From an optimization exercise on the open Yosys and OpenROAD flow, aimed at small area and few clock cycles per item; shortcuts taken in it are not production practice.
Only simulation tests tie the RTL to the original design; equivalence was not proved.

Setup of run 1:
==> flow/design.v <==
package tbs_pkg;
  localparam int CountMax = 65535;
  localparam logic [15:0] CntMax = 16'(CountMax);
  localparam logic [15:0] PosMax = 16'hFFFF;
  localparam logic [30:0] SumMax = 31'h7FFF_FFFF;
  localparam logic [14:0] LowestReset = 15'h7FFF;
  localparam logic [14:0] NormalLimitReset = 15'd464;
  localparam logic [14:0] WarningLimitReset = 15'd704;
  localparam logic [14:0] CriticalLimitReset = 15'd944;
  localparam logic [14:0] TripLevelReset = 15'd720;
  typedef enum logic [1:0] {
    CfgNormalLimit = 2'd0,
    CfgWarningLimit = 2'd1,
    CfgCriticalLimit = 2'd2,
    CfgTripLevel = 2'd3
  } cfg_idx_e;
  typedef enum logic {
    ActSample = 1'b0,
    ActClear = 1'b1
  } action_e;
  typedef struct packed {
    logic              action;
    logic signed [15:0] sample;
  } in_t;
  typedef struct packed {
    logic [14:0] min_seen;
    logic [14:0] max_seen;
    logic [30:0] total;
    logic [15:0] skipped_count;
    logic [15:0] normal_count;
    logic [15:0] warning_count;
    logic [15:0] critical_count;
    logic [15:0] shutdown_count;
    logic        trip_seen;
    logic [15:0] trip_index;
  } out_t;
  typedef struct packed {
    logic [14:0] normal_limit;
    logic [14:0] warning_limit;
    logic [14:0] critical_limit;
    logic [14:0] trip_level;
  } cfg_t;
  localparam out_t StatsReset = {
    LowestReset,   
    15'd0,         
    31'd0,         
    16'd0,         
    16'd0,         
    16'd0,         
    16'd0,         
    16'd0,         
    1'b0,          
    16'd0          
  };
endpackage
import tbs_pkg::*;
module tbs_cfg_regs (
  input  logic        clk_i,
  input  logic        rst_ni,
  input  logic        cfg_we_i,
  input  logic [1:0]  cfg_idx_i,
  input  logic [14:0] cfg_data_i,
  output tbs_pkg::cfg_t        cfg_o
);
  tbs_pkg::cfg_t cfg_d;
  tbs_pkg::cfg_t cfg_q;
  always_comb begin
    cfg_d = cfg_q;
    if (cfg_we_i) begin
      unique case (cfg_idx_i)
        CfgNormalLimit:   cfg_d.normal_limit = cfg_data_i;
        CfgWarningLimit:  cfg_d.warning_limit = cfg_data_i;
        CfgCriticalLimit: cfg_d.critical_limit = cfg_data_i;
        CfgTripLevel:     cfg_d.trip_level = cfg_data_i;
        default:          cfg_d = cfg_q;
      endcase
    end
  end
  always_ff @(posedge clk_i or negedge rst_ni) begin
    if (!rst_ni) begin
      cfg_q <= {NormalLimitReset, WarningLimitReset, CriticalLimitReset, TripLevelReset};
    end else begin
      cfg_q <= cfg_d;
    end
  end
  assign cfg_o = cfg_q;
endmodule
import tbs_pkg::*;
module tbs_stats (
  input  logic clk_i,
  input  logic rst_ni,
  input  logic accept_i,
  input  tbs_pkg::in_t  in_data_i,
  input  tbs_pkg::cfg_t cfg_i,
  output tbs_pkg::out_t res_o
);
  logic        fresh_q;
  logic [14:0] min_q, max_q;
  logic [14:0] total_lo_q;
  logic [15:0] total_hi_q;
  logic [15:0] skip_q, norm_q, warn_q, crit_q, shut_q;
  logic        trip_q;
  logic [15:0] pidx_q;
  logic        clr_a, skip_a, smp_a, wipe;
  logic [14:0] t;
  logic        in_normal, in_warning, in_critical, trip_hit;
  logic        lt_min, gt_max;
  function automatic logic le15(input logic [14:0] a, input logic [14:0] b);
    logic r;
    r = 1'b1;
    for (int i = 0; i < 15; i++) r = (!a[i] && b[i]) || (!a[i] && r) || (b[i] && r);
    le15 = r;
  endfunction
  function automatic logic [15:0] cnt_next(input logic [15:0] v, input logic en,
                                           input logic wp);
    logic g, c;
    g = en && !(&v);
    c = g;
    for (int i = 0; i < 16; i++) begin
      if (i == 8) c = g && (&v[7:0]);
      cnt_next[i] = (i == 0) ? (wp ? en : v[i] ^ c) : (!wp && (v[i] ^ c));
      c = c && v[i];
    end
  endfunction
  assign t      = in_data_i.sample[14:0];
  assign clr_a  = accept_i && in_data_i.action;
  assign skip_a = accept_i && !in_data_i.action && in_data_i.sample[15];
  assign smp_a  = accept_i && !in_data_i.action && !in_data_i.sample[15];
  assign wipe   = clr_a || fresh_q;
  assign in_normal   = le15(t, cfg_i.normal_limit);
  assign in_warning  = le15(t, cfg_i.warning_limit);
  assign in_critical = le15(t, cfg_i.critical_limit);
  assign trip_hit    = le15(cfg_i.trip_level, t);
  assign lt_min      = !le15(min_q, t);
  assign gt_max      = !le15(t, max_q);
  logic [14:0] addend, lo_sum;
  logic        lo_c, ovf;
  always_comb begin
    logic c, c0, c1;
    logic [14:8] s0, s1;
    addend = smp_a ? t : 15'd0;
    c = 1'b0;
    for (int i = 0; i < 8; i++) begin
      lo_sum[i] = total_lo_q[i] ^ addend[i] ^ c;
      c = (total_lo_q[i] && addend[i]) || (c && (total_lo_q[i] ^ addend[i]));
    end
    c0 = 1'b0;
    c1 = 1'b1;
    for (int i = 8; i < 15; i++) begin
      s0[i] = total_lo_q[i] ^ addend[i] ^ c0;
      c0 = (total_lo_q[i] && addend[i]) || (c0 && (total_lo_q[i] ^ addend[i]));
      s1[i] = total_lo_q[i] ^ addend[i] ^ c1;
      c1 = (total_lo_q[i] && addend[i]) || (c1 && (total_lo_q[i] ^ addend[i]));
    end
    lo_sum[14:8] = (s1 & {7{c}}) | (s0 & {7{!c}});
    lo_c = (c1 & c) | (c0 & !c);
  end
  assign ovf = lo_c && (&total_hi_q) && !fresh_q;
  logic [15:0] hi_next;
  always_comb begin
    logic g, c;
    g = lo_c && !(&total_hi_q);
    c = g;
    for (int i = 0; i < 16; i++) begin
      if (i == 4)  c = g && (&total_hi_q[3:0]);
      if (i == 8)  c = g && (&total_hi_q[7:0]);
      if (i == 12) c = g && (&total_hi_q[11:0]);
      hi_next[i] = (i == 0) ? (fresh_q ? 1'b0 : total_hi_q[i] ^ c)
                            : (!fresh_q && (total_hi_q[i] ^ c));
      c = c && total_hi_q[i];
    end
  end
  always_ff @(posedge clk_i or negedge rst_ni) begin
    if (!rst_ni) begin
      fresh_q    <= 1'b1;
      total_lo_q <= '0;
      trip_q     <= 1'b0;
    end else begin
      if (accept_i) fresh_q <= 1'b0;
      if (clr_a) begin
        total_lo_q <= '0;
        trip_q     <= 1'b0;
      end else begin
        total_lo_q <= lo_sum | {15{ovf}};
        trip_q     <= trip_q || (smp_a && trip_hit);
      end
    end
  end
  always_ff @(posedge clk_i) begin
    if (smp_a && (fresh_q || lt_min)) min_q <= t;
    else if (wipe)                    min_q <= LowestReset;
    if (smp_a && (fresh_q || gt_max)) max_q <= t;
    else if (wipe)                    max_q <= '0;
    total_hi_q <= clr_a ? '0 : hi_next;
    skip_q <= clr_a ? '0 : cnt_next(skip_q, skip_a, fresh_q);
    norm_q <= clr_a ? '0 : cnt_next(norm_q, smp_a && in_normal, fresh_q);
    warn_q <= clr_a ? '0 : cnt_next(warn_q, smp_a && !in_normal && in_warning, fresh_q);
    crit_q <= clr_a ? '0 : cnt_next(crit_q, smp_a && !in_normal && !in_warning && in_critical,
                                    fresh_q);
    shut_q <= clr_a ? '0 : cnt_next(shut_q, smp_a && !in_normal && !in_warning && !in_critical,
                                    fresh_q);
    pidx_q <= clr_a ? '0 : cnt_next(pidx_q, (skip_a || smp_a) && !trip_q &&
                                    !(smp_a && trip_hit), fresh_q);
  end
  assign res_o = {min_q, max_q, total_hi_q, total_lo_q,
                  skip_q, norm_q, warn_q, crit_q, shut_q, trip_q, pidx_q & {16{trip_q}}};
endmodule
import tbs_pkg::*;
module tbs_out_reg (
  input  logic clk_i,
  input  logic rst_ni,
  input  logic in_valid_i,
  output logic in_ready_o,
  output logic accept_o,
  output logic out_valid_o,
  input  logic out_ready_i
);
  logic out_valid_q;
  assign in_ready_o = !out_valid_q || out_ready_i;
  assign accept_o   = in_valid_i && in_ready_o;
  always_ff @(posedge clk_i or negedge rst_ni) begin
    if (!rst_ni) begin
      out_valid_q <= 1'b0;
    end else if (in_ready_o) begin
      out_valid_q <= in_valid_i;
    end
  end
  assign out_valid_o = out_valid_q;
endmodule
import tbs_pkg::*;
module temperature_band_statistics (
  input  logic         clk_i,
  input  logic         rst_ni,
  input  logic         in_valid_i,
  output logic         in_ready_o,
  input  logic [16:0]  in_data_i,
  output logic         out_valid_o,
  input  logic         out_ready_i,
  output logic [157:0] out_data_o,
  input  logic         cfg_we_i,
  input  logic [1:0]   cfg_idx_i,
  input  logic [14:0]  cfg_data_i
);
  tbs_pkg::cfg_t cfg;
  tbs_pkg::in_t  in_data;
  tbs_pkg::out_t res;
  logic accept;
  assign in_data    = in_data_i;
  assign out_data_o = res;
  tbs_cfg_regs u_cfg (
    .clk_i,
    .rst_ni,
    .cfg_we_i,
    .cfg_idx_i,
    .cfg_data_i,
    .cfg_o (cfg)
  );
  tbs_out_reg u_out (
    .clk_i,
    .rst_ni,
    .in_valid_i,
    .in_ready_o,
    .accept_o (accept),
    .out_valid_o,
    .out_ready_i
  );
  tbs_stats u_stats (
    .clk_i,
    .rst_ni,
    .accept_i  (accept),
    .in_data_i (in_data),
    .cfg_i     (cfg),
    .res_o     (res)
  );
endmodule
==> flow/config.mk <==
export PLATFORM = sky130hd
export DESIGN_NAME = temperature_band_statistics
export DESIGN_NICKNAME = temperature_band_statistics
export VERILOG_FILES = /design/flow/design.v
export SDC_FILE = /design/flow/constraint.sdc
export NUM_CORES = 4
export LEC_CHECK = 0
export CAP_MARGIN = 20
export CORE_MARGIN = 2
export CORE_UTILIZATION = 75
export SLEW_MARGIN = 20
==> flow/constraint.sdc <==
create_clock -name core_clock -period 6.0 [get_ports {clk_i}]
set_input_delay 1.2000 -clock core_clock [delete_from_list [all_inputs] [get_ports {clk_i}]]
set_output_delay 1.2000 -clock core_clock [all_outputs]
set_load 0.01 [all_outputs]
standard.sh (not shown) runs the stock make flow with config.mk's settings and CLKGATE_MAP_FILE= SYNTH_SCRIPT=/design/flow/synth_recipe.tcl, a recipe that flattens the netlist after the stock synthesis.
==> flow/flow/run.sh <==
#!/bin/bash
set -euo pipefail
HERE=$(pwd)
RES=$HERE/orfs/results/$FLOW_PLATFORM/temperature_band_statistics/base
YOSYS=${FLOW_HOME}/../tools/install/yosys/bin/yosys
[[ -x $YOSYS ]] || YOSYS=yosys

bash standard.sh synth > standard_synth.log 2>&1

cp $RES/1_2_yosys.v $HERE/synth_standard.v
LIB=${FLOW_HOME}/platforms/sky130hd/lib/sky130_fd_sc_hd__tt_025C_1v80.lib
sed -e "s|@LIB@|$LIB|g" -e "s|@IN@|$HERE/synth_standard.v|g" -e "s|@OUT@|$RES/1_2_yosys.v|g" \
    -e "s|@ABC@|$HERE/flow/area.abc|g" -e "s|@CONSTR@|$HERE/flow/abc.constr|g" \
    flow/remap.ys > remap_run.ys
$YOSYS -s remap_run.ys > remap.log 2>&1
rm -f $RES/1_synth.odb $RES/1_synth.sdc

export BUFFER_PORTS_ARGS="-buffer_cell sky130_fd_sc_hd__buf_1"
export CTS_ARGS="-sink_clustering_enable -repair_clock_nets -dont_use_dummy_load -buf_list sky130_fd_sc_hd__clkbuf_4 -sink_clustering_size 10 -sink_clustering_max_diameter 40"
# Downsize non-critical cells after global routing (ORFS power recovery).
export RECOVER_POWER=100
bash standard.sh > standard_make.log 2>&1
==> flow/flow/abc.constr <==
set_driving_cell sky130_fd_sc_hd__buf_1
set_load 5
==> flow/flow/area.abc <==
strash
dc2
rewrite -z
refactor -z
&get -n
&dch -f
&nf -R 1000
&put
==> flow/flow/remap.ys <==
# Map the combinational logic of the standard synthesis again; registers stay as they are.
read_liberty -ignore_miss_func @LIB@
read_verilog @IN@
hierarchy -check -top temperature_band_statistics
blackbox sky130_fd_sc_hd__df* sky130_fd_sc_hd__edf* sky130_fd_sc_hd__sdf* sky130_fd_sc_hd__dl*
flatten
rename -hide w:*.*
opt_clean
opt -fast
abc -script @ABC@ -liberty @LIB@ -dont_use *lpflow* -dont_use *probe_p* -dont_use *probec_p* -constr @CONSTR@ -D 4000
setundef -zero
splitnets
opt_clean -purge
hilomap -singleton -hicell sky130_fd_sc_hd__conb_1 HI -locell sky130_fd_sc_hd__conb_1 LO
insbuf -buf sky130_fd_sc_hd__buf_4 A X
opt_clean -purge
rename -hide w:*$func$*
stat -liberty @LIB@
write_verilog -noattr -nohex -nodec @OUT@
In run 1 the implementation ran to completion but is not tape-out ready, as the final checks report capacitance limit, slew limit.
Testbench counts of run 1, summed over its fixed seeds: cycles 32,008, items 32,000.
Setup changes, run 1 to run 2
Settings: CORE_UTILIZATION: 75 -> 65.
-- flow/flow/run.sh --
<<< run 1, line 2
>>> run 2, line 2
# Own flow: the standard layout (standard.sh) with these changes.
#  2. Port buffers use the smallest buffer (buf_1) instead of the one buffer_ports picks.
#  3. The clock tree is built from small clock buffers, without dummy loads.
#  4. Timing-driven global placement does not keep its trial buffering.
#  5. After global routing, ORFS's power recovery downsizes non-critical cells, and
#     flow/post_grt.tcl repairs any slew/capacitance violation that leaves.
# Each tool's output goes to a log file of its own in this folder.
<<< run 1, line 18
>>> run 2, line 25
# Timing-driven placement weights nets by timing but does not keep its trial buffering.
export GPL_KEEP_OVERFLOW=0
<<< run 1, line 19
export CTS_ARGS="-sink_clustering_enable -repair_clock_nets -dont_use_dummy_load -buf_list sky130_fd_sc_hd__clkbuf_4 -sink_clustering_size 10 -sink_clustering_max_diameter 40"
>>> run 2, line 28
export CTS_ARGS="-sink_clustering_enable -repair_clock_nets -dont_use_dummy_load -buf_list {sky130_fd_sc_hd__clkbuf_2 sky130_fd_sc_hd__clkbuf_4} -sink_clustering_size 8 -sink_clustering_max_diameter 30"
<<< run 1, line 22
>>> run 2, line 31
# ... then fix any slew/cap violation it leaves (flow/post_grt.tcl).
export POST_GLOBAL_ROUTE_TCL=$HERE/flow/post_grt.tcl
==> flow/flow/post_grt.tcl (new file) <==
# After ORFS's power recovery (which downsizes cells and may leave slew or capacitance
# violations, e.g. on the reset tree), repair slew/cap again and re-route the nets
# that changed, then rewrite the route guides for detailed routing.
log_cmd estimate_parasitics -global_routing
log_cmd global_route -start_incremental
log_cmd repair_design -slew_margin 20 -cap_margin 20 -verbose
log_cmd detailed_placement
log_cmd global_route -end_incremental
log_cmd estimate_parasitics -global_routing
report_check_types -max_slew -max_capacitance -violators
write_guides $::env(RESULTS_DIR)/route.guide
Results
- Run 2: done, clean on timing, DRC and antenna
- met2 usage in global routing ended up 7.3 points lower on run 2 than on run 1.
- Between run 1 and run 2, share of layout cells above drive strength 1 increased.
- When run 2 is measured against run 1, its pin count of the biggest net entering global routing turns out 19 lower.
- Run 2 against run 1: post-route clock skew went down by 0.034 ns, worst setup slack went down by 0.066 ns.
- Changes observed in run 2 relative to run 1: final critical-path share of the clock period climbed 1.1 points, via count dropped about 1.5%, design area climbed 1.4%.
Edits applied to the flow inputs when going from run 2 to run 3:
Settings: CORE_UTILIZATION changed from 65 to 40.
==> flow/flow/run.sh <==
#!/bin/bash
set -euo pipefail
HERE=$(pwd)
RES=$HERE/orfs/results/$FLOW_PLATFORM/temperature_band_statistics/base
YOSYS=${FLOW_HOME}/../tools/install/yosys/bin/yosys
[[ -x $YOSYS ]] || YOSYS=yosys

bash standard.sh synth > standard_synth.log 2>&1

cp $RES/1_2_yosys.v $HERE/synth_standard.v
LIB=${FLOW_HOME}/platforms/sky130hd/lib/sky130_fd_sc_hd__tt_025C_1v80.lib
sed -e "s|@LIB@|$LIB|g" -e "s|@IN@|$HERE/synth_standard.v|g" -e "s|@OUT@|$RES/1_2_yosys.v|g" \
    -e "s|@ABC@|$HERE/flow/area.abc|g" -e "s|@CONSTR@|$HERE/flow/abc.constr|g" \
    flow/remap.ys > remap_run.ys
$YOSYS -s remap_run.ys > remap.log 2>&1
rm -f $RES/1_synth.odb $RES/1_synth.sdc

export BUFFER_PORTS_ARGS="-buffer_cell sky130_fd_sc_hd__buf_1"
export CTS_ARGS="-sink_clustering_enable -repair_clock_nets -dont_use_dummy_load -buf_list sky130_fd_sc_hd__clkbuf_4 -sink_clustering_size 10 -sink_clustering_max_diameter 40"
# Downsize non-critical cells after global routing (ORFS power recovery).
export RECOVER_POWER=100
bash standard.sh > standard_make.log 2>&1
removed: flow/flow/post_grt.tcl
## What came out
| run 3 | all stages done | FAIL | capacitance limit, slew limit |
Changes observed in run 3 relative to run 2: area overhead of the layout relative to synthesis went up by 1.1 points, via count of the first global-routing pass decreased 202, length in cells of the worst reg-to-reg path fell by 3.2%.
Run 2 vs run 3, top layer reached by signal wires: met4 vs met5

-- afterwards: timing with drivers on the ports --
The results above use ideal ports. As a check the final layouts listed here were re-extracted and re-timed, cells and wires unchanged.
Step 1: set_driving_cell puts a clkbuf_16 on clk_i and a buf_2 on each other input, an assumption about the parent block.
Step 2 moves the port delays by t, midway between the first and last clock arrival at a register: inputs arrive t later, outputs are due t later. That takes back most of the time a late clock gives input paths.
Slacks: ideal / step 1 / step 2; pairs: ideal / step 1.
run | t (ns) | setup slack, ns | worst setup path at the end
run 1 | 0.682 | 0.552 / 0.555 / -0.127 | input to register
run 2 | 0.657 | 0.487 / 0.501 / -0.156 | input to register
run 3 | 0.625 | 0.628 / 0.632 / 0.007 | input to register
For run 1, which loses most, drivers alone change the setup slack by +0.003 ns; drivers and shift together by -0.679 ns.
